Source: an optimization exercise on an open RTL-to-GDS flow (aim: small area). Production flows keep margins and buffers that such runs may drop. Function was checked by simulation only, so behaviour that the tests miss may differ from the original. Power and IR drop assume default switching activity.

$ cat flow/standard.sh
#!/bin/bash
# synth_recipe.tcl (not shown) runs the flow's synth.tcl, then flattens the netlist and writes it again
# the make line also repeats each setting of config.mk as NAME=value (left out here)
make -C /OpenROAD-flow-scripts/flow DESIGN_CONFIG=/design/flow/config.mk WORK_HOME=/design/flow/orfs CLKGATE_MAP_FILE= SYNTH_SCRIPT=/design/flow/synth_recipe.tcl "${@:-finish}"
$ cat flow/config.mk
export PLATFORM = sky130hd
export DESIGN_NAME = skinny_core
export DESIGN_NICKNAME = skinny_core
export VERILOG_FILES = /design/flow/design.v
export SDC_FILE = /design/flow/constraint.sdc
export NUM_CORES = 4
export LEC_CHECK = 0
export ABC_AREA = 1
export CAP_MARGIN = 20
export CORE_MARGIN = 2
export CORE_UTILIZATION = 55
export SLEW_MARGIN = 20
$ cat flow/design.v
`default_nettype none
package skinny_data_pkg;
   typedef logic [128-1:0] block_t;
   typedef logic [8-1:0] cell_t;
   typedef logic [6-1:0] rc_t;
   typedef struct packed {
      block_t tk1;  
      block_t tk2;  
      block_t tk3;  
   } tweakey_t;
endpackage
`default_nettype wire
`default_nettype none
package skinny_ctrl_pkg;
   typedef enum logic [1:0] {
      st_idle,
      st_run,
      st_done
   } ctrl_state_t;
   typedef logic [6-1:0] round_t;
endpackage
`default_nettype wire
`timescale 1ns/10ps
`default_nettype none
module skinny_round_ctrl (
   input  wire logic clk,
   input  wire logic rst,
   input  wire logic start,
   input  wire logic last_round,
   output logic      busy,
   output logic      idle,
   output logic      pol,
   output logic      done,
   output logic      round_end,
   output logic      s_hold,
   output logic      s_sbox,
   output logic      s_art,
   output logic      s_c0,
   output logic      s_c1,
   output logic      s_c2,
   output logic      s_tap4,
   output logic      s_tap8,
   output logic      s_tap12,
   output logic      k_hold,
   output logic      k_lfsr
);
   localparam int ROUND_CYC = 87;
   logic [6:0] t;
   logic       busy_nxt;
   logic       rpar;
   assign pol = t[0] ^ rpar;
   assign round_end = (t == 7'(ROUND_CYC - 1));
   always_ff @(posedge clk) begin
      if (rst) begin
         busy <= 1'b0;
         idle <= 1'b1;
         done <= 1'b0;
      end else begin
         busy <= busy_nxt;
         idle <= !busy_nxt;
         done <= busy && round_end && last_round;
      end
   end
   assign busy_nxt = busy ? !(round_end && last_round) : (start && !done);
   always_ff @(posedge clk) begin
      if (!busy) begin
         rpar <= 1'b0;
      end else if (round_end) begin
         rpar <= !rpar;
      end
   end
   always_ff @(posedge clk) begin
      if (!busy) begin
         t <= '1;
      end else if (round_end) begin
         t <= '0;
      end else begin
         t <= t + 1'b1;
      end
   end
   always_comb begin
      s_sbox  = (t < 7'd16);
      s_art   = (t < 7'd8);
      s_c0    = (t == 7'd0);
      s_c1    = (t == 7'd4);
      s_c2    = (t == 7'd11);
      s_hold  = (t >= 7'd8  && t <= 7'd10) || (t >= 7'd12 && t <= 7'd14) ||
                (t >= 7'd23 && t <= 7'd34) || (t >= 7'd39 && t <= 7'd41);
      s_tap4  = (t >= 7'd75 && t <= 7'd78) || (t >= 7'd83 && t <= 7'd86);
      s_tap8  = (t >= 7'd55 && t <= 7'd62) || (t >= 7'd67 && t <= 7'd70) ||
                (t >= 7'd79 && t <= 7'd82);
      s_tap12 = (t >= 7'd63 && t <= 7'd66) || (t >= 7'd71 && t <= 7'd74);
      k_hold  = (t == 7'd8) || (t >= 7'd11 && t <= 7'd13) || (t >= 7'd27 && t <= 7'd28) ||
                (t == 7'd42) || (t >= 7'd47 && t <= 7'd55);
      k_lfsr  = (t >= 7'd8 && t <= 7'd15);
   end
endmodule
`default_nettype wire
`timescale 1ns/10ps
`default_nettype none
module skinny_round_counter (
   input  wire logic            clk,
   input  wire logic            busy,
   input  wire logic            round_end,
   output skinny_data_pkg::rc_t rc,
   output logic                 last_round
);
   localparam skinny_data_pkg::rc_t RC_LAST = 6'h1A;
   assign last_round = (rc == RC_LAST);
   always_ff @(posedge clk) begin
      if (!busy) begin
         rc <= 6'h01;
      end else if (round_end) begin
         rc <= {rc[4:0], rc[5] ^ rc[4] ^ 1'b1};
      end
   end
endmodule
`default_nettype wire
`timescale 1ns/10ps
`default_nettype none
module skinny_sbox_layer (
   input  wire logic [7:0] state_in,
   output logic [7:0]      state_out
);
   function automatic logic cfn(input logic x, input logic y, input logic z);
      cfn = ~(x | y) ^ z;
   endfunction
   logic [7:0] si;
   logic [7:0] a;
   assign si   = state_in;
   assign a[0] = cfn(si[7], si[6], si[4]);
   assign a[1] = cfn(si[3], si[2], si[0]);
   assign a[2] = cfn(si[2], si[1], si[6]);
   assign a[3] = cfn(a[0], a[1], si[5]);
   assign a[4] = cfn(a[1], si[3], si[1]);
   assign a[5] = cfn(a[2], a[3], si[7]);
   assign a[6] = cfn(a[3], a[0], si[3]);
   assign a[7] = cfn(a[4], a[5], si[2]);
   assign state_out = {a[3], a[0], a[1], a[6], a[4], a[2], a[5], a[7]};
endmodule
`default_nettype wire
`timescale 1ns/10ps
`default_nettype none
module skinny_round_datapath (
   input  wire logic                   clk,
   input  wire logic                   busy,
   input  wire logic                   idle,
   input  wire logic                   pol,
   input  wire logic                   hold,
   input  wire logic                   sbox_en,
   input  wire logic                   art,
   input  wire logic                   c0,
   input  wire logic                   c1,
   input  wire logic                   c2,
   input  wire logic                   tap4,
   input  wire logic                   tap8,
   input  wire logic                   tap12,
   input  wire skinny_data_pkg::rc_t    rc,
   input  wire logic [7:0]             tk_x,
   input  wire skinny_data_pkg::block_t plaintext,
   output skinny_data_pkg::block_t      ciphertext
);
   logic [7:0] s [16];
   logic [7:0] src;
   logic [7:0] sb;
   logic [7:0] add;
   logic [7:0] nxt;
   logic [7:0] sb_in;
   logic       fix;
   assign src   = hold ? s[1] : s[0];
   assign sb_in = src ^ {8{pol}};
   skinny_sbox_layer u_sbox (
      .state_in  (sb_in),
      .state_out (sb)
   );
   assign fix = pol & ((sbox_en & !art) | tap4 | tap8 | tap12);
   assign add = (art ? tk_x : 8'h00) ^ {8{fix}} ^
                (c0 ? {4'h0, rc[3:0]} : 8'h00) ^
                (c1 ? {6'h0, rc[5:4]} : 8'h00) ^
                {6'h0, c2, 1'b0} ^
                (tap4 ? s[4] : 8'h00) ^
                (tap8 ? s[8] : 8'h00) ^
                (tap12 ? s[12] : 8'h00);
   assign nxt = (sbox_en ? sb : src) ^ add;
   function automatic logic [7:0] stage(input logic b, input logic nb,
                                        input logic [7:0] d, input logic [7:0] p);
      stage = ~((d | {8{nb}}) & (p | {8{b}}));
   endfunction
   logic hb, nhb;
   assign hb  = busy & hold;
   assign nhb = busy & !hold;
   always_ff @(posedge clk) begin
      s[0] <= ~((s[0] & {8{hb}}) | (s[1] & {8{nhb}}) | (plaintext[7:0] & {8{idle}}));
      for (int i = 1; i < 15; i++) begin
         s[i] <= stage(busy, idle, s[i+1], plaintext[135-8*i -: 8]);
      end
      s[15] <= stage(busy, idle, nxt, plaintext[15:8]);
   end
   for (genvar i = 0; i < 16; i++) begin : g_out
      assign ciphertext[127-8*i -: 8] = s[i];
   end
endmodule
`default_nettype wire
`timescale 1ns/10ps
`default_nettype none
module skinny_tweakey_schedule (
   input  wire logic                     clk,
   input  wire logic                     busy,
   input  wire logic                     idle,
   input  wire logic                     hold,
   input  wire logic                     lfsr,
   input  wire logic                     pol,
   input  wire skinny_data_pkg::tweakey_t tweakey,
   output logic [7:0]                    head_x
);
   logic [7:0] k1 [16];
   logic [7:0] k2 [16];
   logic [7:0] k3 [16];
   logic [7:0] s1, s2, s3;
   logic [7:0] x1, x2, x3;
   function automatic logic [7:0] stage(input logic b, input logic nb,
                                        input logic [7:0] d, input logic [7:0] p);
      stage = ~((d | {8{nb}}) & (p | {8{b}}));
   endfunction
   assign s1 = hold ? k1[1] : k1[0];
   assign s2 = hold ? k2[1] : k2[0];
   assign s3 = hold ? k3[1] : k3[0];
   assign x1 = s1;
   assign x2 = lfsr ? {s2[6:0], s2[7] ^ s2[5] ^ pol} : s2;
   assign x3 = lfsr ? {s3[0] ^ s3[6] ^ pol, s3[7:1]} : s3;
   assign head_x = k1[0] ^ k2[0] ^ k3[0];
   logic hb, nhb;
   assign hb  = busy & hold;
   assign nhb = busy & !hold;
   function automatic logic [7:0] head(input logic [7:0] h0, input logic [7:0] h1,
                                       input logic [7:0] p);
      head = ~((h0 & {8{hb}}) | (h1 & {8{nhb}}) | (p & {8{idle}}));
   endfunction
   always_ff @(posedge clk) begin
      k1[0] <= head(k1[0], k1[1], tweakey.tk1[7:0]);
      k2[0] <= head(k2[0], k2[1], tweakey.tk2[7:0]);
      k3[0] <= head(k3[0], k3[1], tweakey.tk3[7:0]);
      for (int i = 1; i < 15; i++) begin
         k1[i] <= stage(busy, idle, k1[i+1], tweakey.tk1[135-8*i -: 8]);
         k2[i] <= stage(busy, idle, k2[i+1], tweakey.tk2[135-8*i -: 8]);
         k3[i] <= stage(busy, idle, k3[i+1], tweakey.tk3[135-8*i -: 8]);
      end
      k1[15] <= stage(busy, idle, x1, tweakey.tk1[15:8]);
      k2[15] <= stage(busy, idle, x2, tweakey.tk2[15:8]);
      k3[15] <= stage(busy, idle, x3, tweakey.tk3[15:8]);
   end
endmodule
`default_nettype wire
`timescale 1ns/10ps
`default_nettype none
module skinny_core (
   input  wire logic                     clk,
   input  wire logic                     rst,
   input  wire logic                     start,
   input  wire skinny_data_pkg::block_t   plaintext,
   input  wire skinny_data_pkg::tweakey_t tweakey,
   output logic                          busy,
   output logic                          done,
   output skinny_data_pkg::block_t        ciphertext
);
   logic round_end;
   logic idle;
   logic pol;
   logic last_round;
   logic s_hold, s_sbox, s_art, s_c0, s_c1, s_c2, s_tap4, s_tap8, s_tap12;
   logic k_hold, k_lfsr;
   logic [7:0] tk_x;
   skinny_data_pkg::rc_t rc;
   skinny_round_ctrl u_ctrl (
      .clk        (clk),
      .rst        (rst),
      .start      (start),
      .last_round (last_round),
      .busy       (busy),
      .idle       (idle),
      .pol        (pol),
      .done       (done),
      .round_end  (round_end),
      .s_hold     (s_hold),
      .s_sbox     (s_sbox),
      .s_art      (s_art),
      .s_c0       (s_c0),
      .s_c1       (s_c1),
      .s_c2       (s_c2),
      .s_tap4     (s_tap4),
      .s_tap8     (s_tap8),
      .s_tap12    (s_tap12),
      .k_hold     (k_hold),
      .k_lfsr     (k_lfsr)
   );
   skinny_round_counter u_counter (
      .clk        (clk),
      .busy       (busy),
      .round_end  (round_end),
      .rc         (rc),
      .last_round (last_round)
   );
   skinny_tweakey_schedule u_schedule (
      .clk     (clk),
      .busy    (busy),
      .idle    (idle),
      .hold    (k_hold),
      .pol     (pol),
      .lfsr    (k_lfsr),
      .tweakey (tweakey),
      .head_x  (tk_x)
   );
   skinny_round_datapath u_datapath (
      .clk        (clk),
      .busy       (busy),
      .idle       (idle),
      .pol        (pol),
      .hold       (s_hold),
      .sbox_en    (s_sbox),
      .art        (s_art),
      .c0         (s_c0),
      .c1         (s_c1),
      .c2         (s_c2),
      .tap4       (s_tap4),
      .tap8       (s_tap8),
      .tap12      (s_tap12),
      .rc         (rc),
      .tk_x       (tk_x),
      .plaintext  (plaintext),
      .ciphertext (ciphertext)
   );
endmodule
`default_nettype wire
$ cat flow/constraint.sdc
create_clock -name core_clock -period 4.5 [get_ports {clk}]
set_input_delay 0.9000 -clock core_clock [delete_from_list [all_inputs] [get_ports {clk}]]
set_output_delay 0.9000 -clock core_clock [all_outputs]
set_load 0.01 [all_outputs]
$ cat flow/flow/run.sh
#!/bin/bash
# The standard layout, with the smallest buffer on each port instead of the
# one buffer_ports picks by default, and a clock tree built from fewer,
# smaller buffers without dummy loads.
set -euo pipefail
export BUFFER_PORTS_ARGS="-buffer_cell sky130_fd_sc_hd__buf_1"
export CTS_ARGS="-sink_clustering_enable -repair_clock_nets -dont_use_dummy_load -buf_list sky130_fd_sc_hd__clkbuf_8 -sink_clustering_size 16 -sink_clustering_max_diameter 60"
bash standard.sh > standard.log 2>&1
==> impl_metrics.csv, run 1 <==
group,metric,value,unit
run_status,error,"[ERROR PPL-0024] Number of IO pins (645) exceeds maximum number of available positions (644). Increase the die perimeter from 719.72um to 877.20um.",
die,die-height,179.9,um
run_status,stop_stage,"3_2_place_iop",
yosys,ys_seq_area_frac,0.6221,
die,dieWidth,179.9,um
yosys,synth_area,17020,um^2
die,initial_core_util,0.5580,
yosys,synth_cell_types,46,
yosys,ys_ff_latch,529,
yosys,ys_warn_count,9,
yosys,avgSynthCellArea,10.06,um^2
yosys,synthCells,1693,
run_status,status,"aborted with a tool error",
yosys,synth_fp_nets,2213,
die,row_count,64,
[Yosys cell counts, drive strengths merged]
master | instances | area [um^2]
a211o | 1 | 8.760
a211oi | 1 | 7.510
a21oi | 16 | 80.08
a221oi | 29 | 254.0
a22o | 4 | 35.03
a22oi | 3 | 22.52
a31oi | 1 | 6.260
a32o | 1 | 10.01
and2 | 1 | 6.260
buf | 21 | 106.4
clkbuf | 107 | 401.6
clkinv | 2 | 7.510
dfxtp | 529 | 10590
ha | 5 | 62.56
inv | 83 | 311.5
nand2 | 165 | 636.9
nand3 | 38 | 212.7
nand4 | 7 | 43.79
nor2 | 65 | 254.0
nor3 | 1 | 5.000
nor3b | 1 | 7.510
nor4 | 2 | 12.51
o211ai | 3 | 27.52
o21ai | 66 | 352.8
o221ai | 2 | 17.52
o22ai | 471 | 2947
o311ai | 1 | 8.760
o31ai | 3 | 22.52
or2 | 4 | 25.03
xnor2 | 20 | 190.2
xor2 | 40 | 350.3
[logic make-up after synthesis]
logic type,count (synthesis),synth area share
and+or+nand+nor,284,0.07070
adders and majority gates,5,0.003675
xor gates and xnor gates,60,0.03175
AOI/OAI and AO/OA,602,0.2232
DFF,529,0.6221
buffers and inverters,213,0.04858
==> inputs of run 2 (changes only) <==
--- a/flow/design.v
+++ b/flow/design.v
@@ -218,4 +218,2 @@
    logic [7:0] k3 [16];
-   logic [7:0] s1, s2, s3;
-   logic [7:0] x1, x2, x3;
    function automatic logic [7:0] stage(input logic b, input logic nb,
@@ -224,8 +222,13 @@
    endfunction
-   assign s1 = hold ? k1[1] : k1[0];
-   assign s2 = hold ? k2[1] : k2[0];
-   assign s3 = hold ? k3[1] : k3[0];
-   assign x1 = s1;
-   assign x2 = lfsr ? {s2[6:0], s2[7] ^ s2[5] ^ pol} : s2;
-   assign x3 = lfsr ? {s3[0] ^ s3[6] ^ pol, s3[7:1]} : s3;
+   logic t0, t1, l0, l1;
+   assign t0 = busy & !hold & !lfsr;
+   assign t1 = busy & hold & !lfsr;
+   assign l0 = busy & !hold & lfsr;
+   assign l1 = busy & hold & lfsr;
+   function automatic logic [7:0] lfsr2(input logic [7:0] x);
+      lfsr2 = {x[6:0], x[7] ^ x[5] ^ pol};
+   endfunction
+   function automatic logic [7:0] lfsr3(input logic [7:0] x);
+      lfsr3 = {x[0] ^ x[6] ^ pol, x[7:1]};
+   endfunction
    assign head_x = k1[0] ^ k2[0] ^ k3[0];
@@ -247,5 +250,10 @@
       end
-      k1[15] <= stage(busy, idle, x1, tweakey.tk1[15:8]);
-      k2[15] <= stage(busy, idle, x2, tweakey.tk2[15:8]);
-      k3[15] <= stage(busy, idle, x3, tweakey.tk3[15:8]);
+      k1[15] <= ~((k1[0] & {8{nhb}}) | (k1[1] & {8{hb}}) |
+                  (tweakey.tk1[15:8] & {8{idle}}));
+      k2[15] <= ~((k2[0] & {8{t0}}) | (k2[1] & {8{t1}}) |
+                  (lfsr2(k2[0]) & {8{l0}}) | (lfsr2(k2[1]) & {8{l1}}) |
+                  (tweakey.tk2[15:8] & {8{idle}}));
+      k3[15] <= ~((k3[0] & {8{t0}}) | (k3[1] & {8{t1}}) |
+                  (lfsr3(k3[0]) & {8{l0}}) | (lfsr3(k3[1]) & {8{l1}}) |
+                  (tweakey.tk3[15:8] & {8{idle}}));
    end
--- a/flow/config.mk
+++ b/flow/config.mk
@@ -10,3 +10,3 @@
 export CORE_MARGIN = 2
-export CORE_UTILIZATION = 55
+export CORE_UTILIZATION = 48
 export SLEW_MARGIN = 20
==> run 2 against run 1 <==
  * The run now finishes clean
  * Area after synthesis is 0.14% lower
  * Synthesized cell count down 1.5%
==> impl_metrics.csv, run 2 <==
group,metric,value,unit
run_status,status,"finished clean",
yosys,synth_area,17000,um^2
clock_tree,htreeDepth,2,
setup_path,critPathMaxFanout,16,
finish,areaGrowthSynthToFinish,19.34,%
sta,layout_worst_path_cycle_share,0.7576,
die,die-height,192.2,um
sta,skew,0.1021,ns
min_path,hold_class,"flop to flop",
clock_tree,root_buffer,"clkbuf_8",
global_routing,grt.total_usage,0.3366,
yosys,ys_ff_latch,529,
setup_path,crit_buf_inv,2,
yosys,ys.flop_type,"dfxtp_1",
placed_design,place_congestion,0.9096,
setup_path,cp_slowest_cell,"dfxtp_1",
setup_path,cp_cell_sequence,"ha_1 > nand2_1 > nand2_1 > inv_1 > a21oi_1 > nand2_2 > nand2_4 > nand2_1 > nand2_1 > nand2_1 > nand3_1 > nand2_1 > inv_2 > nand2_1 > nand2_1 > nand2_1 > nand2_1 > xor2_1 > nand2_1 > o21ai_0 > nand2_1 > nand3_1 > o21ai_0",
pwr,total_power,9.341,mW
sta,final-max-slew-violation-count,0,
finish,final_layout_size_suffix_gt1_frac,0.04055,
setup_path,regToRegSetupSlack,1.09,ns
die,core,34710,um^2
sta,fin_ws,1.091,ns
pwr,leakagePower,7.611,nW
setup_path,worstReg2RegStart,"u_ctrl.t[0]$_SDFF_PN1_",
yosys,synth_fp_nets,2188,
finish,fin_cells,2719,
yosys,synth_cell_types,41,
sta,rsz0062_at_grt,"no",
yosys,ys_seq_area_frac,0.6229,
clock_tree,cts_setup_buffers,0,
setup_path,startpoint,"u_ctrl.t[0]$_SDFF_PN1_",
routing,routed_wl,65400,um
routing,drt_iter0_drc,946,
setup_path,critPathMaxStageDelay,0.52,ns
clock_tree,cts_resized,0,
setup_path,cp.depth,23,
sta,max_freq,293.3,MHz
routing,firstDrtPassIters,6,
pwr,ir_drop,0.0002676,V
yosys,synth_top_cell_by_area,"dfxtp_1",
yosys,synth_commonest_cells,"dfxtp_1 (529), o22ai_1 (460), nand2_1 (138)",
yosys,synthCells,1668,
sta,fin_hold_ws,0.4073,ns
routing,detail-route-antenna-nets,0,
die,die_area,36940,um^2
placed_design,dpl.hpwl,50690,um
global_routing,grt.overflow.total,0,
yosys,avgSynthCellArea,10.19,um^2
finish,final_cell_area,20290,um^2
finish,fillCellCount,3226,
pwr,p_per_area,460.4,nW/um^2
yosys,ys_warn_count,9,
setup_path,endpoint,"u_datapath.s[15][4]$_DFF_P_",
placed_design,dp_slack,1.201,ns
yosys,async_reset_ff_frac,0,
global_routing,antenna_found_initial,24,
sta,setup_viol,0,
setup_path,cp-end-kind,"flop",
clock_tree,worstSkewPairLatency,0.61,ns
placed_design,placedCellCount,2658,
die,initial_core_util,0.4897,
die,dieWidth,192.2,um
placed_design,portBuffers,644,
routing,wl_per_cell,24.05,um
yosys,yosys.area.top_type_share,0.6229,
finish,layout_commonest_cell,"buf_1",
yosys,synth.most_common_cell,"dfxtp_1",
setup_path,worstSetupPathType,"flop to flop",
job,max_cap_violations,0,
placed_design,postPlaceCellArea,19670,um^2
setup_path,cp_common_cell,"nand2_1",
setup_path,crit_family,"simple AND/OR/NAND/NOR gates",
sta,relSlewSlack,0.3366,
routing,viasPerCell,5.639,
finish,utilization,0.5845,
setup_path,r2r-end,"u_datapath.s[15][4]$_DFF_P_",
clock_tree,cts_hold_buf,0,
finish,final_cell_mix,"buf_1 (644), dfxtp_1 (527), o22ai_1 (460)",
clock_tree,path_clk_slew,0.10,ns
setup_path,reg2regPathDepth,23,
clock_tree,cts_num_sinks,529,
global_routing,grt_pass1_wl,90950,um
routing,drc_errors,0,
setup_path,crit_arrival,3.74,ns
clock_tree,cts_max_path_buffers,3,
sta,worstMarginPinSlew,0.9950,ns
finish,nets,2766,
setup_path,critPathRequiredTime,4.83,ns
global_routing,grt_pass1_vias,14540,
clock_tree,cts_tree,"done",
routing,route.vias.total,15330,
yosys,yosys-top-cells-area,"dfxtp_1 (62%), o22ai_1 (17%), nand2_1 (3.0%), clkbuf_1 (2.6%), a221oi_1 (2.6%)",
sta,fin_crit,3.409,ns
global_routing,grt_max_degree,207,
setup_path,worst_setup_path_start_kind,"flop",
clock_tree,cts_made_buffers,41,
yosys,synth_edf_count,0,
die,row_count,68,
sta,fin_tns_setup,0,ns
die,ioPinCount,645,
sta,hold_viol,0,
run 2: cell types whose count changed after synthesis, sizes merged, moves of 3 or more:
cell | previous run | this run
a21oi | 16 | 24
a221oi | 29 | 50
a22oi | 3 | 0
buf | 21 | 7
clkbuf | 107 | 118
nand2 | 165 | 146
nand3 | 38 | 27
nand4 | 7 | 4
nor2 | 65 | 76
o211ai | 3 | 19
o21ai | 66 | 35
o22ai | 471 | 460
xnor2 | 20 | 25
xor2 | 40 | 37
run 2: worst min path at each step:
stage / startpoint / to / slack (ns) / cells past startpoint
3_5_place_dp: u_schedule.k2[4][5]$_DFF_P_ / u_schedule.k2[3][5]$_DFF_P_ / 0.40 / 1
2_1_floorplan: u_schedule.k1[11][0]$_DFF_P_ / u_schedule.k1[10][0]$_DFF_P_ / 0.40 / 1
6_report: u_schedule.k1[3][0]$_DFF_P_ / u_schedule.k1[2][0]$_DFF_P_ / 0.41 / 1
4_1_cts: u_schedule.k3[13][7]$_DFF_P_ / u_schedule.k3[12][7]$_DFF_P_ / 0.41 / 1
3_3_place_gp: u_schedule.k3[14][7]$_DFF_P_ / u_schedule.k3[13][7]$_DFF_P_ / 0.40 / 1
5_1_grt: u_schedule.k2[2][6]$_DFF_P_ / u_schedule.k2[1][6]$_DFF_P_ / 0.41 / 1
run 2: logic make-up (layout without fill, tap and decap cells):
logic type	after synthesis	count (layout)	synth area share
and+or+nand+nor	260	260	0.06366
DFF	529	529	0.6229
AOI/OAI and AO/OA	601	601	0.2293
xor gates and xnor gates	62	62	0.03238
buffers and inverters	211	787	0.04799
adders and majority gates	5	5	0.003680
other	0	20	0
run 2: area by class of cell:
cell class	instances	area, um^2	share of cell area
timing repair buffer	660	2587	0.1275
tap	455	569.3	0.02806
antenna	20	50.05	0.002467
multi-input combinational	928	5594	0.2757
clock buffer	41	564.3	0.02781
inverter	86	325.3	0.01603
sequential	529	10600	0.5224
run 2: routing by layer:
| layer | GRT usage | routed length, um | up-vias |
|---|---|---|---|
| met5 | 0 | 100 | - |
| met4 | 0.1365 | 2165 | 14 |
| met3 | 0.09410 | 4993 | 132 |
| met2 | 0.5917 | 33120 | 627 |
| met1 | 0.3844 | 25020 | 7285 |
| li1 | - | - | 7275 |
run 2: power by group:
group / switching [mW] / leakage, nW / internal, mW
clock network: 1.44 / 0.295 / 0.820
registers: 0.382 / 4.46 / 5.21
logic: 0.892 / 2.86 / 0.599
total: 2.71 / 7.61 / 6.63
==> inputs of run 3 (changes only) <==
--- a/flow/design.v
+++ b/flow/design.v
@@ -176,9 +176,11 @@
    assign fix = pol & ((sbox_en & !art) | tap4 | tap8 | tap12);
-   assign add = (art ? tk_x : 8'h00) ^ {8{fix}} ^
+   logic [7:0] aux;
+   logic [7:0] cst;
+   assign aux = (tk_x & {8{art}}) | (s[4] & {8{tap4}}) | (s[8] & {8{tap8}}) |
+                (s[12] & {8{tap12}});
+   assign cst = {8{fix}} ^
                 (c0 ? {4'h0, rc[3:0]} : 8'h00) ^
                 (c1 ? {6'h0, rc[5:4]} : 8'h00) ^
-                {6'h0, c2, 1'b0} ^
-                (tap4 ? s[4] : 8'h00) ^
-                (tap8 ? s[8] : 8'h00) ^
-                (tap12 ? s[12] : 8'h00);
+                {6'h0, c2, 1'b0};
+   assign add = aux ^ cst;
    assign nxt = (sbox_en ? sb : src) ^ add;
==> flow/flow/run.sh (replaced) <==
#!/bin/bash
# The standard layout, with the smallest buffer on each port instead of the
# one buffer_ports picks by default, and a clock tree built from fewer,
# smaller buffers without dummy loads.
set -euo pipefail
export BUFFER_PORTS_ARGS="-buffer_cell sky130_fd_sc_hd__buf_1"
export CTS_ARGS="-sink_clustering_enable -repair_clock_nets -dont_use_dummy_load -buf_list sky130_fd_sc_hd__clkbuf_4 -sink_clustering_size 10 -sink_clustering_max_diameter 50"
bash standard.sh > standard.log 2>&1
==> run 3 against run 2 <==
  * Still clean on timing, DRC and antenna
  * Fmax shrank 6.8%
  * Area after synthesis is 0.49% lower
  * Critical path depth down 7
  * Final cell count increased by 0.29%
  * Global-route usage is 1.3 points lower
  * Clock skew rose by 0.0063 ns
  * Clock power fell by 8%
  * Via count down 0.14%
  * Hold slack worse by 0.19 ns
  * Sequential share of layout area rose by 0.56 points
  * Critical path type unchanged
  * Largest cell class unchanged
==> impl_metrics.csv, run 3 <==
group,metric,value,unit
yosys,synth_cell_types,45,
routing,wl_per_cell,23.01,um
routing,firstDrtPassIters,6,
sta,fin_hold_ws,0.2148,ns
pwr,p_per_area,455.4,nW/um^2
sta,relSlewSlack,0.2646,
run_status,status,"finished clean",
global_routing,grt_pass1_vias,14160,
finish,fillCellCount,3266,
sta,rsz0062_at_grt,"no",
finish,final_cell_mix,"buf_1 (644), dfxtp_1 (527), o22ai_1 (467)",
finish,areaGrowthSynthToFinish,18.66,%
yosys,ys.flop_type,"dfxtp_1",
global_routing,grt.overflow.total,0,
setup_path,cp.depth,16,
sta,worstMarginPinSlew,1.099,ns
finish,fin_cells,2727,
setup_path,crit_buf_inv,5,
clock_tree,cts_num_sinks,529,
sta,final-max-slew-violation-count,0,
routing,route.vias.total,15310,
placed_design,portBuffers,644,
yosys,synth_edf_count,0,
setup_path,worstSetupPathType,"flop to flop",
clock_tree,path_clk_slew,0.11,ns
setup_path,cp_cell_sequence,"ha_1 > inv_1 > nor2_1 > inv_1 > a2111oi_0 > a311oi_1 > nand2_1 > inv_1 > nor2_2 > inv_1 > nor2_1 > inv_1 > o22ai_1 > a21oi_1 > nand2_1 > a21oi_1",
clock_tree,cts_setup_buffers,0,
die,row_count,68,
sta,setup_viol,0,
die,die-height,191.7,um
clock_tree,worstSkewPairLatency,0.85,ns
routing,drt_iter0_drc,1272,
setup_path,cp_slowest_cell,"nor2_1",
routing,detail-route-antenna-nets,0,
clock_tree,cts_max_path_buffers,3,
setup_path,cp-end-kind,"flop",
setup_path,crit_family,"simple AND/OR/NAND/NOR gates",
placed_design,place_congestion,0.9464,
routing,viasPerCell,5.615,
yosys,ys_ff_latch,529,
setup_path,crit_arrival,4.33,ns
setup_path,startpoint,"u_ctrl.t[0]$_SDFF_PN1_",
global_routing,antenna_found_initial,17,
clock_tree,cts_tree,"done",
yosys,synth_commonest_cells,"dfxtp_1 (529), o22ai_1 (467), nand2_1 (150)",
placed_design,placedCellCount,2658,
setup_path,r2r-end,"u_schedule.k3[15][3]$_DFF_P_",
setup_path,critPathMaxStageDelay,0.84,ns
yosys,avgSynthCellArea,10.14,um^2
yosys,synth_top_cell_by_area,"dfxtp_1",
yosys,ys_seq_area_frac,0.6260,
die,dieWidth,191.7,um
setup_path,worstReg2RegStart,"u_ctrl.t[0]$_SDFF_PN1_",
yosys,synthCells,1669,
placed_design,dpl.hpwl,47970,um
routing,drc_errors,0,
clock_tree,root_buffer,"clkbuf_4",
sta,hold_viol,0,
die,core,34630,um^2
yosys,yosys-top-cells-area,"dfxtp_1 (63%), o22ai_1 (17%), nand2_1 (3.3%), clkbuf_1 (2.3%), a221oi_1 (2.2%)",
yosys,ys_warn_count,9,
sta,fin_tns_setup,0,ns
global_routing,grt.total_usage,0.3237,
pwr,ir_drop,0.0002851,V
clock_tree,cts_made_buffers,60,
yosys,yosys.area.top_type_share,0.6260,
setup_path,critPathMaxFanout,15,
clock_tree,cts_hold_buf,0,
clock_tree,htreeDepth,2,
finish,layout_commonest_cell,"buf_1",
routing,routed_wl,62760,um
pwr,leakagePower,7.647,nW
global_routing,grt_max_degree,229,
min_path,hold_class,"input port to flop",
die,die_area,36760,um^2
yosys,synth.most_common_cell,"dfxtp_1",
die,initial_core_util,0.4885,
setup_path,worst_setup_path_start_kind,"flop",
finish,final_layout_size_suffix_gt1_frac,0.04728,
sta,skew,0.1084,ns
die,ioPinCount,645,
sta,layout_worst_path_cycle_share,0.8128,
sta,fin_crit,3.658,ns
global_routing,grt_pass1_wl,87980,um
setup_path,endpoint,"u_schedule.k3[15][3]$_DFF_P_",
setup_path,regToRegSetupSlack,0.84,ns
finish,nets,2785,
job,max_cap_violations,0,
setup_path,reg2regPathDepth,16,
yosys,async_reset_ff_frac,0,
sta,max_freq,273.4,MHz
min_path,min_path_cells,2,
clock_tree,cts_resized,0,
yosys,synth_area,16920,um^2
yosys,synth_fp_nets,2189,
setup_path,cp_common_cell,"inv_1",
setup_path,critPathRequiredTime,5.17,ns
## run 3: cell count changes in the layout (fill, tap and decap cells not counted), sizes merged, moves of 11 or more
cell / before / now
nand2: 146 / 158
o211ai: 19 / 1
xor2: 37 / 20
a21oi: 24 / 38
clkbuf: 41 / 60
diode: 20 / 9
nor2: 76 / 65
## run 3: where the power goes
group / switching (mW) / internal [mW] / total (mW)
clock network: 1.46 / 0.608 / 2.07
registers: 0.359 / 5.21 / 5.57
logic: 0.896 / 0.614 / 1.51
## run 3: worst min path at each step
| stage | start | end |
|---|---|---|
| after global placement | u_schedule.k2[4][5]$_DFF_P_ | u_schedule.k2[3][5]$_DFF_P_ |
| after CTS | tweakey[285] | u_schedule.k1[13][5]$_DFF_P_ |
| final | tweakey[28] | u_schedule.k3[13][4]$_DFF_P_ |
| after global routing | tweakey[145] | u_schedule.k2[14][1]$_DFF_P_ |
| after floorplan | u_schedule.k1[11][0]$_DFF_P_ | u_schedule.k1[10][0]$_DFF_P_ |
| after detailed placement | u_schedule.k3[13][6]$_DFF_P_ | u_schedule.k3[12][6]$_DFF_P_ |
## run 3: cells by family (layout without fill, tap and decap cells)
logic type / count (synthesis) / after routing / synth area share
buffers and inverters: 217 / 811 / 0.04963
adder cells (fa/ha/maj): 5 / 5 / 0.003698
XOR/XNOR: 45 / 45 / 0.02374
AO/OA/AOI/OAI: 596 / 596 / 0.2267
flip-flops: 529 / 529 / 0.6260
other: 0 / 9 / 0
AND/OR/NAND/NOR: 277 / 277 / 0.07019
## run 3: per-stage QoR
| stage | setup slack [ns] | total power [mW] | utilization | area [um^2] |
|---|---|---|---|---|
| final | 0.8422 | 9.142 | 0.5797 | 20070 |
| after CTS | 0.9451 | 9.168 | 0.5790 | 20050 |
| after floorplan | 1.895 | 6.459 | - | 16920 |
| after detailed placement | 1.003 | 7.148 | 0.5660 | 19600 |
| after global placement | 1.116 | 7.133 | 0.5660 | 19600 |
| after global routing | 0.5022 | 9.539 | 0.5795 | 20070 |
## run 3: per-layer routing
layer	vias to the layer above	routed length (um)	GRT usage	share of wire
li1	7322	-	-	-
met1	7217	27870	0.4621	0.44
met3	81	6074	0.1041	0.097
met4	16	1076	0.07781	0.017
met2	676	27640	0.4738	0.44
met5	-	103	0	0.0016
## run 3: cell type report
class	count	area [um^2]	area share
clock buffer	60	450.4	0.02244
tap	455	569.3	0.02836
sequential	529	10600	0.5280
timing repair buffer	660	2600	0.1295
antenna	9	22.52	0.001122
inverter	91	341.6	0.01702
multi-input combinational	923	5492	0.2736
==> inputs of run 4 (changes only) <==
==> flow/flow/run.sh (replaced) <==
#!/bin/bash
# The standard layout (standard.sh), with three changes:
#  - synthesis maps the logic with an area-oriented ABC script (flow/area.abc,
#    through flow/synth.tcl); registers are as in the standard synthesis;
#  - the smallest buffer on each port instead of the one buffer_ports picks;
#  - a clock tree of small buffers without dummy loads.
set -euo pipefail
here=$(pwd)
export FLOW_ABC_SCRIPT="$here/flow/area.abc"
export BUFFER_PORTS_ARGS="-buffer_cell sky130_fd_sc_hd__buf_1"
export CTS_ARGS="-sink_clustering_enable -repair_clock_nets -dont_use_dummy_load -buf_list sky130_fd_sc_hd__clkbuf_4 -sink_clustering_size 10 -sink_clustering_max_diameter 50"
bash standard.sh SYNTH_SCRIPT="$here/flow/synth.tcl" finish > standard.log 2>&1
==> flow/flow/area.abc (new file) <==
strash
dch -f
&get -n
&dch -f
&nf -R 1000 -p
&put
strash
&get -n
&dch -f
&nf -R 1000 -p
&put
topo
==> flow/flow/synth.tcl (new file) <==
# The standard flow's synthesis script (synth_recipe.tcl), with ORFS's ABC step run on
# an area-oriented ABC script of our own (flow/area.abc). Everything else,
# the registers included, is as in the standard synthesis.
proc synth {args} { yosys synth -nofsm -noshare {*}$args }
proc abc {args} {
  set i [lsearch -exact $args -script]
  if {$i >= 0} { lset args [expr {$i + 1}] $::env(FLOW_ABC_SCRIPT) }
  yosys abc {*}$args
}
source $::env(SCRIPTS_DIR)/synth.tcl
# left out here: clear keep_hierarchy, flatten, clean up, hide names made inside functions, write 1_2_yosys.v
--- a/flow/config.mk
+++ b/flow/config.mk
@@ -10,3 +10,3 @@
 export CORE_MARGIN = 2
-export CORE_UTILIZATION = 48
+export CORE_UTILIZATION = 45
 export SLEW_MARGIN = 20
==> run 4 against run 3 <==
  * Register-to-register slack got worse by 0.42 ns
  * Core utilization fell by 1.5 points
  * Fmax fell by 10%
  * Synthesized cell count fell by 20%
==> impl_metrics.csv, run 4 <==
group,metric,value,unit
run_status,status,"finished clean",
finish,areaGrowthSynthToFinish,23.73,%
yosys,yosys.area.top_type_share,0.6714,
setup_path,critPathRequiredTime,5.10,ns
die,ioPinCount,645,
yosys,synthCells,1330,
setup_path,worstSetupPathType,"flop to flop",
pwr,clkPwrFrac,0.230,
clock_tree,cts_max_path_buffers,3,
finish,final_cell_mix,"buf_1 (644), dfxtp_1 (526), o22ai_1 (456)",
sta,max_freq,245.0,MHz
routing,drt_iter0_drc,1002,
yosys,avgSynthCellArea,11.86,um^2
finish,final_cell_area,19520,um^2
setup_path,critPathMaxFanout,7,
routing,viasPerCell,5.644,
clock_tree,root_buffer,"clkbuf_4",
sta,skew,0.07223,ns
setup_path,worstReg2RegStart,"u_ctrl.t[1]$_SDFF_PN1_",
yosys,ys.flop_type,"dfxtp_1",
yosys,synth_fp_nets,1850,
placed_design,place_congestion,0.9408,
die,row_count,68,
pwr,leakagePower,7.037,nW
routing,wl_per_cell,22.25,um
yosys,synth_cell_types,35,
global_routing,antenna_found_initial,16,
global_routing,grt_pass1_vias,13510,
yosys,synth_edf_count,0,
sta,fin_ws,0.4192,ns
sta,setup_viol,0,
die,core,34540,um^2
yosys,ys_ff_latch,529,
sta,final-max-slew-violation-count,0,
sta,fin_tns_setup,0,ns
yosys,ys_seq_area_frac,0.6714,
sta,worstMarginPinSlew,1.194,ns
sta,rsz0062_at_grt,"no",
yosys,synth_top_cell_by_area,"dfxtp_1",
routing,routed_wl,56140,um
setup_path,r2r-end,"u_datapath.s[15][0]$_DFF_P_",
pwr,swShare,0.2776,
yosys,ys_warn_count,9,
pwr,switching_power,2.441,mW
clock_tree,cts_tree,"done",
finish,layout_commonest_cell,"buf_1",
pwr,share_comb_of_total_power,0.139,
pwr,ir_drop,0.0002581,V
yosys,synth.most_common_cell,"dfxtp_1",
clock_tree,cts_num_sinks,529,
die,dieWidth,191.2,um
finish,nets,2569,
pwr,p_seq_frac,0.631,
placed_design,portBuffers,644,
die,die_area,36570,um^2
setup_path,reg2regPathDepth,19,
routing,detail-route-antenna-nets,0,
sta,hold_viol,0,
yosys,async_reset_ff_frac,0,
pwr,internal-power,6.354,mW
finish,final_layout_size_suffix_gt1_frac,0.04397,
yosys,synth_commonest_cells,"dfxtp_1 (529), o22ai_1 (456), a222oi_1 (51)",
placed_design,postPlaceCellArea,19010,um^2
routing,firstDrtPassIters,11,
placed_design,dpl.hpwl,42000,um
sta,fin_crit,4.081,ns
routing,drc_errors,0,
yosys,synth_area,15770,um^2
setup_path,startpoint,"u_ctrl.t[1]$_SDFF_PN1_",
clock_tree,cts_made_buffers,59,
pwr,p_per_area,450.6,nW/um^2
sta,relSlewSlack,0.2043,
placed_design,dp_slack,0.2475,ns
setup_path,cp-end-kind,"flop",
yosys,yosys-top-cells-area,"dfxtp_1 (67%), o22ai_1 (18%), a222oi_1 (3.2%), xnor2_1 (1.7%), a21oi_1 (1.2%)",
die,initial_core_util,0.4566,
sta,layout_worst_path_cycle_share,0.9069,
min_path,hold_class,"input port to flop",
clock_tree,path_clk_slew,0.11,ns
global_routing,grt_max_degree,228,
die,die-height,191.2,um
clock_tree,worstSkewPairLatency,0.82,ns
global_routing,grt.overflow.total,0,
clock_tree,cts_hold_buf,0,
setup_path,worst_setup_path_start_kind,"flop",
clock_tree,htreeDepth,2,
routing,route.vias.total,14240,
setup_path,endpoint,"u_datapath.s[15][0]$_DFF_P_",
setup_path,regToRegSetupSlack,0.42,ns
global_routing,grt_pass1_wl,79050,um
finish,fillCellCount,3247,
job,max_cap_violations,0,
global_routing,grt.total_usage,0.2890,
setup_path,crit_arrival,4.69,ns
run 4: cell count changes after synthesis, sizes merged, moves of 16 or more:
cell | previous run | this run
a221oi | 42 | 4
a222oi | 0 | 51
and3 | 0 | 16
buf | 22 | 0
clkbuf | 104 | 0
inv | 89 | 0
nand2 | 158 | 49
nand3 | 37 | 4
nor2 | 65 | 29
run 4: cell type report:
cell class	count	area [um^2]	area share
Timing Repair Buffer	658	2597	0.1331
Clock buffer	59	442.9	0.02269
Sequential cell	529	10600	0.5430
Antenna cell	21	52.55	0.002692
Tap cell	455	569.3	0.02917
Multi-Input combinational cell	791	5219	0.2674
Inverter	10	37.54	0.001923
run 4: cells by family after synthesis:
kind of cell / share of synthesized area
AOI/OAI and AO/OA: 0.2491
DFF: 0.6714
and+or+nand+nor: 0.03649
xor gates and xnor gates: 0.02776
muxes: 0.006981
buffers and inverters: 0.002380
adders and majority gates: 0.005870
run 4: how the worst min path moves through the flow:
stage                                 start                           end  slack (ns)  depth (start not counted)
2_1_floorplan  u_schedule.k1[11][0]$_DFF_P_  u_schedule.k1[10][0]$_DFF_P_        0.40                          1
3_3_place_gp    u_schedule.k3[7][4]$_DFF_P_   u_schedule.k3[6][4]$_DFF_P_        0.40                          1
3_5_place_dp    u_schedule.k1[9][4]$_DFF_P_   u_schedule.k1[8][4]$_DFF_P_        0.40                          1
4_1_cts                        tweakey[357]   u_schedule.k1[4][5]$_DFF_P_        0.16                          2
5_1_grt                        tweakey[326]   u_schedule.k1[8][6]$_DFF_P_        0.17                          2
6_report                       tweakey[124]   u_schedule.k3[1][4]$_DFF_P_        0.25                          2
run 4: power groups by stage:
stage	clock [mW]	combinational, mW	sequential (mW)
final	2.02	1.22	5.55
after floorplan	0	0.601	5.68
after global placement	0	1.19	5.64
after global routing	2.28	1.35	5.59
after CTS	2.10	1.22	5.54
after detailed placement	0	1.22	5.65
run 4: per-layer routing:
metal / share of wire / vias up / track usage
met4: 0.032 / 2 / 0.1251
li1: - / 6787 / -
met5: 0.00025 / - / 0
met1: 0.38 / 6745 / 0.3363
met2: 0.50 / 611 / 0.4850
met3: 0.088 / 96 / 0.09602
run 4: through the flow:
stage          total power [mW]  utilization  hold WS [ns]  std cells
6_report                  8.795       0.5650        0.2482       2523
5_1_grt                   9.223       0.5645        0.1674       2516
3_3_place_gp              6.834       0.5504        0.4003       2443
2_1_floorplan             6.276            -        0.3989       1330
3_5_place_dp              6.864       0.5504        0.4046       2443
4_1_cts                   8.863       0.5632        0.1552       2502
run 4: worst max-delay path, stage by stage (launching register included):
cell and delay, ns:
dfxtp_1 0.41, clkinv_1 0.18, nor2_2 0.24, nor3_1 0.12
nor2_1 0.10, a21oi_1 0.07, a211oi_1 0.28, nand3_2 0.27
mux2i_1 0.27, maj3_1 0.41, xnor2_1 0.30, nor2_1 0.09
xnor2_1 0.26, nor2b_1 0.09, xnor2_1 0.23, nor2_1 0.08
xnor2_1 0.13, a21oi_1 0.17, xnor2_1 0.13, o22ai_1 0.09
run 4: timing repair:
action                                  CTS  global route
gates resized for setup                   0             3
setup buffers                             0             0
endpoints found under the setup margin    0             2
==> inputs of run 5 (changes only) <==
--- a/flow/design.v
+++ b/flow/design.v
@@ -50,4 +50,4 @@
    logic       rpar;
-   assign pol = t[0] ^ rpar;
-   assign round_end = (t == 7'(ROUND_CYC - 1));
+   assign pol = t[0] ^ rpar ^ 1'b1;
+   assign round_end = (t == 7'd87);
    always_ff @(posedge clk) begin
@@ -73,5 +73,5 @@
       if (!busy) begin
-         t <= '1;
+         t <= 7'd0;
       end else if (round_end) begin
-         t <= '0;
+         t <= 7'd1;
       end else begin
@@ -81,16 +81,24 @@
    always_comb begin
-      s_sbox  = (t < 7'd16);
-      s_art   = (t < 7'd8);
-      s_c0    = (t == 7'd0);
-      s_c1    = (t == 7'd4);
-      s_c2    = (t == 7'd11);
-      s_hold  = (t >= 7'd8  && t <= 7'd10) || (t >= 7'd12 && t <= 7'd14) ||
-                (t >= 7'd23 && t <= 7'd34) || (t >= 7'd39 && t <= 7'd41);
-      s_tap4  = (t >= 7'd75 && t <= 7'd78) || (t >= 7'd83 && t <= 7'd86);
-      s_tap8  = (t >= 7'd55 && t <= 7'd62) || (t >= 7'd67 && t <= 7'd70) ||
-                (t >= 7'd79 && t <= 7'd82);
-      s_tap12 = (t >= 7'd63 && t <= 7'd66) || (t >= 7'd71 && t <= 7'd74);
-      k_hold  = (t == 7'd8) || (t >= 7'd11 && t <= 7'd13) || (t >= 7'd27 && t <= 7'd28) ||
-                (t == 7'd42) || (t >= 7'd47 && t <= 7'd55);
-      k_lfsr  = (t >= 7'd8 && t <= 7'd15);
+      s_sbox  = (t >= 7'd1 && t <= 7'd16);
+      s_art   = (t >= 7'd1 && t <= 7'd8);
+      s_c0    = (t == 7'd1);
+      s_c1    = (t == 7'd5);
+      s_c2    = (t == 7'd12);
+      s_hold  = (t >= 7'd9 && t <= 7'd11) ||
+                (t >= 7'd13 && t <= 7'd15) ||
+                (t >= 7'd24 && t <= 7'd35) ||
+                (t >= 7'd40 && t <= 7'd42);
+      s_tap4  = (t >= 7'd76 && t <= 7'd79) ||
+                (t >= 7'd84 && t <= 7'd87);
+      s_tap8  = (t >= 7'd56 && t <= 7'd63) ||
+                (t >= 7'd68 && t <= 7'd71) ||
+                (t >= 7'd80 && t <= 7'd83);
+      s_tap12 = (t >= 7'd64 && t <= 7'd67) ||
+                (t >= 7'd72 && t <= 7'd75);
+      k_hold  = (t == 7'd9) ||
+                (t >= 7'd12 && t <= 7'd14) ||
+                (t >= 7'd28 && t <= 7'd29) ||
+                (t == 7'd43) ||
+                (t >= 7'd48 && t <= 7'd56);
+      k_lfsr  = (t >= 7'd1 && t <= 7'd8);
    end
@@ -224,7 +232,2 @@
    endfunction
-   logic t0, t1, l0, l1;
-   assign t0 = busy & !hold & !lfsr;
-   assign t1 = busy & hold & !lfsr;
-   assign l0 = busy & !hold & lfsr;
-   assign l1 = busy & hold & lfsr;
    function automatic logic [7:0] lfsr2(input logic [7:0] x);
@@ -249,12 +252,14 @@
          k1[i] <= stage(busy, idle, k1[i+1], tweakey.tk1[135-8*i -: 8]);
-         k2[i] <= stage(busy, idle, k2[i+1], tweakey.tk2[135-8*i -: 8]);
-         k3[i] <= stage(busy, idle, k3[i+1], tweakey.tk3[135-8*i -: 8]);
+         if (i != 7) begin
+            k2[i] <= stage(busy, idle, k2[i+1], tweakey.tk2[135-8*i -: 8]);
+            k3[i] <= stage(busy, idle, k3[i+1], tweakey.tk3[135-8*i -: 8]);
+         end
       end
+      k2[7] <= stage(busy, idle, lfsr ? lfsr2(k2[8]) : k2[8], tweakey.tk2[79:72]);
+      k3[7] <= stage(busy, idle, lfsr ? lfsr3(k3[8]) : k3[8], tweakey.tk3[79:72]);
       k1[15] <= ~((k1[0] & {8{nhb}}) | (k1[1] & {8{hb}}) |
                   (tweakey.tk1[15:8] & {8{idle}}));
-      k2[15] <= ~((k2[0] & {8{t0}}) | (k2[1] & {8{t1}}) |
-                  (lfsr2(k2[0]) & {8{l0}}) | (lfsr2(k2[1]) & {8{l1}}) |
+      k2[15] <= ~((k2[0] & {8{nhb}}) | (k2[1] & {8{hb}}) |
                   (tweakey.tk2[15:8] & {8{idle}}));
-      k3[15] <= ~((k3[0] & {8{t0}}) | (k3[1] & {8{t1}}) |
-                  (lfsr3(k3[0]) & {8{l0}}) | (lfsr3(k3[1]) & {8{l1}}) |
+      k3[15] <= ~((k3[0] & {8{nhb}}) | (k3[1] & {8{hb}}) |
                   (tweakey.tk3[15:8] & {8{idle}}));
==> run 5 against run 4 <==
  * Non-clock buffer count up 6
  * Cell area down 1.3%
  * First-iteration DRC count up 7.9%
  * Area after synthesis down 1.4%
  * Combinational power about the same
  * Final cell count down 2.8%
  * Count of clock-buffer cells in the layout unchanged
  * Hold slack worse by 0.020 ns
  * Register-to-register slack better by 0.09 ns
  * Critical endpoint unchanged
  * Largest power group unchanged
  * Highest routed layer unchanged
==> impl_metrics.csv, run 5 <==
group,metric,value,unit
run_status,status,"finished clean",
clock_tree,cts_tree,"done",
sta,fin_crit,3.994,ns
yosys,synth_fp_nets,1784,
setup_path,worstReg2RegStart,"u_ctrl.t[0]$_SDFF_PN0_",
clock_tree,cts_resized,0,
finish,final_cell_area,19260,um^2
routing,wl_per_cell,22.10,um
yosys,avgSynthCellArea,12.29,um^2
yosys,async_reset_ff_frac,0,
sta,max_freq,250.4,MHz
setup_path,critPathRequiredTime,5.11,ns
die,row_count,68,
yosys,synth_fa_ha_area_frac,0.005149,
job,max_cap_violations,0,
yosys,ys_seq_area_frac,0.6809,
setup_path,crit_family,"XOR/XNOR gates",
sta,relSlewSlack,0.2308,
yosys,yosys.area_share.xor_xnor,0.03154,
finish,utilization,0.5618,
global_routing,grt.total_usage,0.2871,
setup_path,cp.depth,18,
yosys,synth_area,15550,um^2
setup_path,crit_arrival,4.61,ns
sta,setup_viol,0,
global_routing,grt_pass1_wl,78250,um
placed_design,dp_slack,0.6075,ns
yosys,synth_cell_types,33,
routing,detail-route-antenna-nets,0,
placed_design,dpl.hpwl,40220,um
die,ioPinCount,645,
sta,fin_ws,0.5058,ns
sta,final-max-slew-violation-count,0,
global_routing,antenna_found_initial,11,
yosys,ys_warn_count,9,
finish,final_layout_size_suffix_gt1_frac,0.04376,
yosys,synth_top_cell_by_area,"dfxtp_1",
setup_path,cp_slowest_cell,"dfxtp_1",
setup_path,crit_buf_inv,1,
routing,drc_errors,0,
routing,routed_wl,54210,um
die,die_area,36060,um^2
die,core,34290,um^2
yosys,yosys-top-cells-area,"dfxtp_1 (68%), o22ai_1 (18%), a222oi_1 (4.1%), xnor2_1 (1.9%), xor2_1 (1.3%)",
clock_tree,htreeDepth,2,
sta,fin_tns_setup,0,ns
clock_tree,path_clk_slew,0.11,ns
yosys,ys.flop_type,"dfxtp_1",
finish,nets,2509,
setup_path,reg2regPathDepth,18,
finish,final_cell_mix,"buf_1 (644), dfxtp_1 (527), o22ai_1 (454)",
clock_tree,worstSkewPairLatency,0.83,ns
yosys,synth_commonest_cells,"dfxtp_1 (529), o22ai_1 (454), a222oi_1 (64)",
routing,viasPerCell,5.578,
min_path,min_path_cells,2,
routing,route.vias.total,13680,
setup_path,worstSetupPathType,"flop to flop",
clock_tree,cts_setup_buffers,0,
placed_design,place_congestion,0.8512,
clock_tree,cts_num_sinks,529,
setup_path,critPathMaxStageDelay,0.55,ns
setup_path,cp_cell_sequence,"ha_1 > nor2_1 > a21oi_1 > nor2_1 > nor4b_2 > buf_4 > mux2i_1 > maj3_1 > xnor2_1 > nor2_1 > xnor2_1 > nor2_1 > xnor2_1 > nor2_1 > xnor2_1 > o21ai_0 > xnor2_1 > o22ai_1",
yosys,ys_ff_latch,529,
sta,worstMarginPinSlew,1.141,ns
global_routing,grt_pass1_vias,13180,
finish,areaGrowthSynthToFinish,23.85,%
placed_design,postPlaceCellArea,18770,um^2
setup_path,worst_setup_path_start_kind,"flop",
clock_tree,root_buffer,"clkbuf_4",
yosys,synth_compound_area_frac,0.2425,
setup_path,cp-end-kind,"flop",
pwr,ir_drop,0.0002721,V
yosys,synthCells,1265,
global_routing,grt_max_degree,130,
die,die-height,189.9,um
min_path,worstHoldStart,"tweakey[295]",
clock_tree,cts_max_path_buffers,3,
yosys,synth_edf_count,0,
die,initial_core_util,0.4536,
sta,layout_worst_path_cycle_share,0.8876,
yosys,synth_top_family_by_area,"compound AO/OA/AOI/OAI gates",
die,dieWidth,189.9,um
setup_path,startpoint,"u_ctrl.t[0]$_SDFF_PN0_",
routing,drt_iter0_drc,1081,
yosys,synth.most_common_cell,"dfxtp_1",
pwr,p_per_area,452.7,nW/um^2
global_routing,grt.overflow.total,0,
routing,firstDrtPassIters,9,
sta,skew,0.1232,ns
yosys,yosys.area_share.simple,0.02228,
clock_tree,cts_hold_buf,0,
yosys,yosys.area.top_type_share,0.6809,
sta,rsz0062_at_grt,"no",
yosys,muxShareOfSynthArea,0.01593,
placed_design,portBuffers,644,
finish,layout_commonest_cell,"buf_1",
setup_path,critPathMaxFanout,10,
min_path,hold_class,"input port to flop",
pwr,leakagePower,6.906,nW
sta,hold_viol,0,
clock_tree,cts_made_buffers,59,
-- run 5: cell count changes after synthesis, sizes merged, moves of 4 or more --
cell and delta:
a21oi -27, nand2 -23, and3 -14, mux2 +14
a222oi +13, a22o -6, a221o -5, a221oi -4
nor2 -4
-- run 5: logic make-up (layout without fill, tap and decap cells) --
kind of cell / count (synthesis) / in the layout
multiplexers: 23 / 23
AO/OA/AOI/OAI: 567 / 567
buffers and inverters: 7 / 730
XOR/XNOR: 56 / 56
AND/OR/NAND/NOR: 76 / 76
adder cells (fa/ha/maj): 7 / 7
other: 0 / 10
flip-flops: 529 / 529
-- run 5: area by class of cell --
cell class / count / area [um^2]
antenna: 10 / 25.02
clock buffer: 59 / 442.9
fill: 3233 / 15030
inverter: 7 / 26.28
multi-input combinational: 729 / 4971
sequential: 529 / 10600
tap: 455 / 569.3
timing repair buffer: 664 / 2630
-- run 5: worst reg2reg max path: stages (launching register included) --
cell and delay (ns):
dfxtp_1 0.55, ha_1 0.40, nor2_1 0.08, a21oi_1 0.12, nor2_1 0.06, nor4b_2 0.21
buf_4 0.25, mux2i_1 0.18, maj3_1 0.38, xnor2_1 0.31, nor2_1 0.09, xnor2_1 0.25
nor2_1 0.09, xnor2_1 0.21, nor2_1 0.08, xnor2_1 0.12, o21ai_0 0.19, xnor2_1 0.14
o22ai_1 0.09
-- run 5: per-stage QoR --
step | std cells | power (mW) | hold WS (ns)
6_report | 2453 | 8.719 | 0.2277
5_1_grt | 2449 | 9.133 | 0.1536
4_1_cts | 2442 | 8.781 | 0.1458
3_5_place_dp | 2383 | 6.775 | 0.4050
3_3_place_gp | 2383 | 6.753 | 0.4007
2_1_floorplan | 1265 | 6.199 | 0.3989
-- run 5: worst paths after layout --
check / to / slack, ns
max: u_datapath.s[15][0]$_DFF_P_ / 0.51
max reg2reg: u_datapath.s[15][0]$_DFF_P_ / 0.51
min reg2reg: u_schedule.k1[5][4]$_DFF_P_ / 0.36
min: u_schedule.k1[12][7]$_DFF_P_ / 0.23
-- run 5: where the power goes --
part	switching, mW	internal, mW
combinational	0.655	0.536
clock	1.45	0.599
sequential	0.290	5.19
-- run 5: routing by layer --
layer | part of all wire | global-route usage
met2 | 0.50 | 0.4928
met1 | 0.40 | 0.3484
met4 | 0.019 | 0.08020
met5 | 0.00081 | 0
met3 | 0.083 | 0.08799
==> inputs of run 6 (changes only) <==
--- a/flow/design.v
+++ b/flow/design.v
@@ -239,5 +239,7 @@
    assign head_x = k1[0] ^ k2[0] ^ k3[0];
-   logic hb, nhb;
+   logic hb, nhb, lb, nlb;
    assign hb  = busy & hold;
    assign nhb = busy & !hold;
+   assign lb  = busy & lfsr;
+   assign nlb = busy & !lfsr;
    function automatic logic [7:0] head(input logic [7:0] h0, input logic [7:0] h1,
@@ -257,4 +259,4 @@
       end
-      k2[7] <= stage(busy, idle, lfsr ? lfsr2(k2[8]) : k2[8], tweakey.tk2[79:72]);
-      k3[7] <= stage(busy, idle, lfsr ? lfsr3(k3[8]) : k3[8], tweakey.tk3[79:72]);
+      k2[7] <= ~((k2[8] & {8{nlb}}) | (lfsr2(k2[8]) & {8{lb}}) | (tweakey.tk2[79:72] & {8{idle}}));
+      k3[7] <= ~((k3[8] & {8{nlb}}) | (lfsr3(k3[8]) & {8{lb}}) | (tweakey.tk3[79:72] & {8{idle}}));
       k1[15] <= ~((k1[0] & {8{nhb}}) | (k1[1] & {8{hb}}) |
==> run 6 against run 5 <==
  * Still clean
  * Die area down 0.54%
  * Fmax decreased by 4.1%
  * Core utilization is 0.72 points higher
  * Area after synthesis shrank 0.55%
  * Routed wire length is 5.5% higher
  * Sequential share of layout area increased by 0.25 points
  * Count of clock-buffer cells in the layout stayed put
  * Register-to-register slack got worse by 0.17 ns
  * First-iteration DRC count rose by 13%
  * Clock power about the same
  * Clock skew down 0.040 ns
  * Largest power group unchanged
==> impl_metrics.csv, run 6 <==
group,metric,value,unit
clock_tree,cts_tree,"done",
yosys,ys_ff_latch,529,
setup_path,critPathRequiredTime,5.10,ns
pwr,p_per_area,455.7,nW/um^2
setup_path,critPathMaxFanout,10,
sta,max_freq,240.0,MHz
finish,final_cell_mix,"buf_1 (644), dfxtp_1 (526), o22ai_1 (440)",
sta,relSlewSlack,0.2903,
yosys,synth_fp_nets,1770,
yosys,ys.flop_type,"dfxtp_1",
routing,wl_per_cell,23.49,um
die,core,33700,um^2
sta,setup_viol,0,
sta,layout_worst_path_cycle_share,0.9258,
global_routing,grt-busiest-layer,"met2",
yosys,synth_top_family_by_area,"compound AO/OA/AOI/OAI gates",
yosys,synth_compound_area_frac,0.2452,
setup_path,regToRegSetupSlack,0.33,ns
finish,layout_commonest_cell,"buf_1",
yosys,muxShareOfSynthArea,0.006471,
global_routing,grt_use_met1,0.3625,
placed_design,place_congestion,0.8978,
routing,routed_wl,57180,um
sta,fin_tns_setup,0,ns
yosys,yosys.area_share.simple,0.02564,
global_routing,grt_pass1_vias,13490,
min_path,min_to,"u_schedule.k1[12][0]$_DFF_P_",
die,dieWidth,189.4,um
yosys,synth_cell_types,33,
finish,fin_cells,2434,
yosys,yosys-top-cells-area,"dfxtp_1 (68%), o22ai_1 (18%), a222oi_1 (5.1%), xnor2_1 (2.7%), nand2_1 (0.87%)",
finish,areaGrowthSynthToFinish,23.98,%
global_routing,grt.total_usage,0.3029,
yosys,yosys.area_share.xor_xnor,0.03114,
clock_tree,cts_made_buffers,59,
sta,rsz0062_at_grt,"no",
clock_tree,worstSkewPairLatency,0.83,ns
yosys,synth_area,15470,um^2
routing,drc_errors,0,
yosys,ys_warn_count,9,
sta,skew,0.08358,ns
yosys,synth.most_common_cell,"dfxtp_1",
yosys,synth_commonest_cells,"dfxtp_1 (529), o22ai_1 (440), a222oi_1 (79)",
sta,hold_viol,0,
finish,fillCellCount,3130,
pwr,leakagePower,6.890,nW
setup_path,reg2regPathDepth,17,
setup_path,worst_setup_path_start_kind,"flop",
placed_design,portBuffers,644,
placed_design,placedCellCount,2356,
global_routing,grt_pass1_wl,81580,um
routing,route.vias.total,13920,
setup_path,cp-end-kind,"flop",
setup_path,worstSetupPathType,"flop to flop",
min_path,worstHoldStart,"tweakey[288]",
die,initial_core_util,0.4590,
pwr,ir_drop,0.0002670,V
yosys,yosys.area.top_type_share,0.6847,
clock_tree,path_clk_slew,0.11,ns
clock_tree,cts_setup_buffers,0,
sta,worstMarginPinSlew,1.065,ns
die,ioPinCount,645,
global_routing,met2_usage,0.5301,
run_status,status,"finished clean",
die,die-height,189.4,um
clock_tree,root_buffer,"clkbuf_4",
routing,detail-route-antenna-nets,0,
global_routing,grt_use_met3,0.07600,
job,max_cap_violations,0,
routing,firstDrtPassIters,9,
clock_tree,cts_max_path_buffers,3,
global_routing,antenna_found_initial,15,
sta,fin_crit,4.166,ns
yosys,synth_fa_ha_area_frac,0.005177,
global_routing,grt_max_degree,204,
die,row_count,67,
setup_path,worstReg2RegStart,"u_ctrl.t[1]$_SDFF_PP0_",
yosys,ys_seq_area_frac,0.6847,
setup_path,crit_arrival,4.77,ns
yosys,synth_top_cell_by_area,"dfxtp_1",
min_path,hold_class,"input port to flop",
clock_tree,cts_num_sinks,529,
finish,nets,2489,
global_routing,grt.overflow.total,0,
yosys,avgSynthCellArea,12.36,um^2
sta,final-max-slew-violation-count,0,
clock_tree,htreeDepth,2,
setup_path,r2r-end,"u_datapath.s[15][0]$_DFF_P_",
placed_design,dpl.hpwl,42670,um
routing,drt_iter0_drc,1219,
yosys,synthCells,1251,
routing,viasPerCell,5.717,
yosys,async_reset_ff_frac,0,
finish,final_layout_size_suffix_gt1_frac,0.04268,
die,die_area,35870,um^2
min_path,min_path_cells,2,
yosys,synth_edf_count,0,
==> run 6: power by group <==
| group | total, mW | switching [mW] | internal (mW) |
|---|---|---|---|
| sequential | 5.51 | 0.318 | 5.19 |
| combinational | 1.19 | 0.649 | 0.536 |
| clock | 2.04 | 1.44 | 0.600 |
==> run 6: layer usage <==
metal	vias to the layer above	routed length, um
met5	-	21
met4	4	1472
met3	87	4237
met2	618	28740
met1	6659	22710
li1	6548	-
==> run 6: how the worst max path moves through the flow <==
stage / start / end / cells after the start
3_3_place_gp: u_ctrl.t[0]$_SDFF_PN0_ / u_datapath.s[15][0]$_DFF_P_ / 17
6_report: u_ctrl.t[1]$_SDFF_PP0_ / u_datapath.s[15][0]$_DFF_P_ / 17
3_5_place_dp: u_ctrl.t[0]$_SDFF_PN0_ / u_datapath.s[15][0]$_DFF_P_ / 17
2_1_floorplan: u_ctrl.busy$_SDFF_PP0_ / u_schedule.k1[0][0]$_DFF_P_ / 2
5_1_grt: u_ctrl.t[1]$_SDFF_PP0_ / u_datapath.s[15][0]$_DFF_P_ / 17
4_1_cts: u_ctrl.t[0]$_SDFF_PN0_ / u_datapath.s[15][0]$_DFF_P_ / 17
==> run 6: cells by family (layout without fill, tap and decap cells) <==
logic type | after synthesis | in the layout
compound gates | 558 | 558
flops | 529 | 529
simple gates | 85 | 85
xor+xnor | 55 | 55
mux | 10 | 10
fa+ha+maj | 7 | 7
buf+inv | 7 | 724
other cells | 0 | 18
==> run 6: area by class of cell <==
cell class              count  area (um^2)  share of cell area
well taps                 448        560.5             0.02923
clock buffers              59        442.9             0.02310
multi-input cells         715         4892              0.2551
flip-flops and latches    529        10600              0.5527
repair buffers            658         2610              0.1361
inverters                   7        26.28            0.001370
diodes                     18        45.04            0.002349
==> run 6: what timing repair did <==
action / 4_1_cts / 5_1_grt
resized for setup: 0 / 2
endpoints found under the setup margin: 0 / 1
hold buffers: 0 / 0
==> run 6: critical path, cell delays in order (launching register included) <==
cell and delay, ns:
dfxtp_1 0.49, ha_2 0.35, nor3_1 0.08, a2111oi_0 0.41
nand3_1 0.16, buf_4 0.22, mux2i_1 0.20, maj3_1 0.39
xnor2_1 0.30, nor2_1 0.11, xnor2_1 0.28, nand2b_1 0.13
xnor2_1 0.20, nor2_1 0.08, xnor2_1 0.13, o21ai_0 0.23
xnor2_1 0.15, o22ai_1 0.09
==> run 6: through the flow <==
stage / power [mW] / hold WS [ns] / utilization / setup WS, ns / cell area [um^2]
detailed placement: 6.783 / 0.4046 / 0.5537 / 0.2779 / 18660
floorplan: 6.200 / 0.3989 / - / 0.1776 / 15480
CTS: 8.780 / 0.1626 / 0.5668 / 0.2389 / 19100
global route: 9.132 / 0.1864 / 0.5684 / 0.01258 / 19160
finish: 8.739 / 0.2317 / 0.5690 / 0.3337 / 19180
global placement: 6.751 / 0.4001 / 0.5537 / 0.4237 / 18660

[what the ideal ports hide]
Ports are ideal in the flow. The routed layouts listed here were re-timed in OpenROAD.
Step 1 sets driving cells, clkbuf_16 on the clock port and buf_2 on the other inputs (assumed; they add their load-dependent delay and slew).
Step 2, shift: input delay + t, output delay - t, t = (earliest + latest rising clock arrival at the registers) / 2. This alone moves slack from input paths to output paths.
Slacks: ideal ports / drivers / drivers and shift; pairs: ideal ports / drivers.
run	t, ns	setup slack, ns	worst setup path at the end
run 2	0.608	1.091 / 1.091 / 1.091	register to register
run 3	0.848	0.842 / 0.842 / 0.842	register to register
run 4	0.830	0.419 / 0.419 / 0.419	register to register
run 5	0.818	0.506 / 0.506 / 0.506	register to register
run 6	0.831	0.334 / 0.334 / 0.334	register to register
After both steps setup and hold are still met in every run listed.
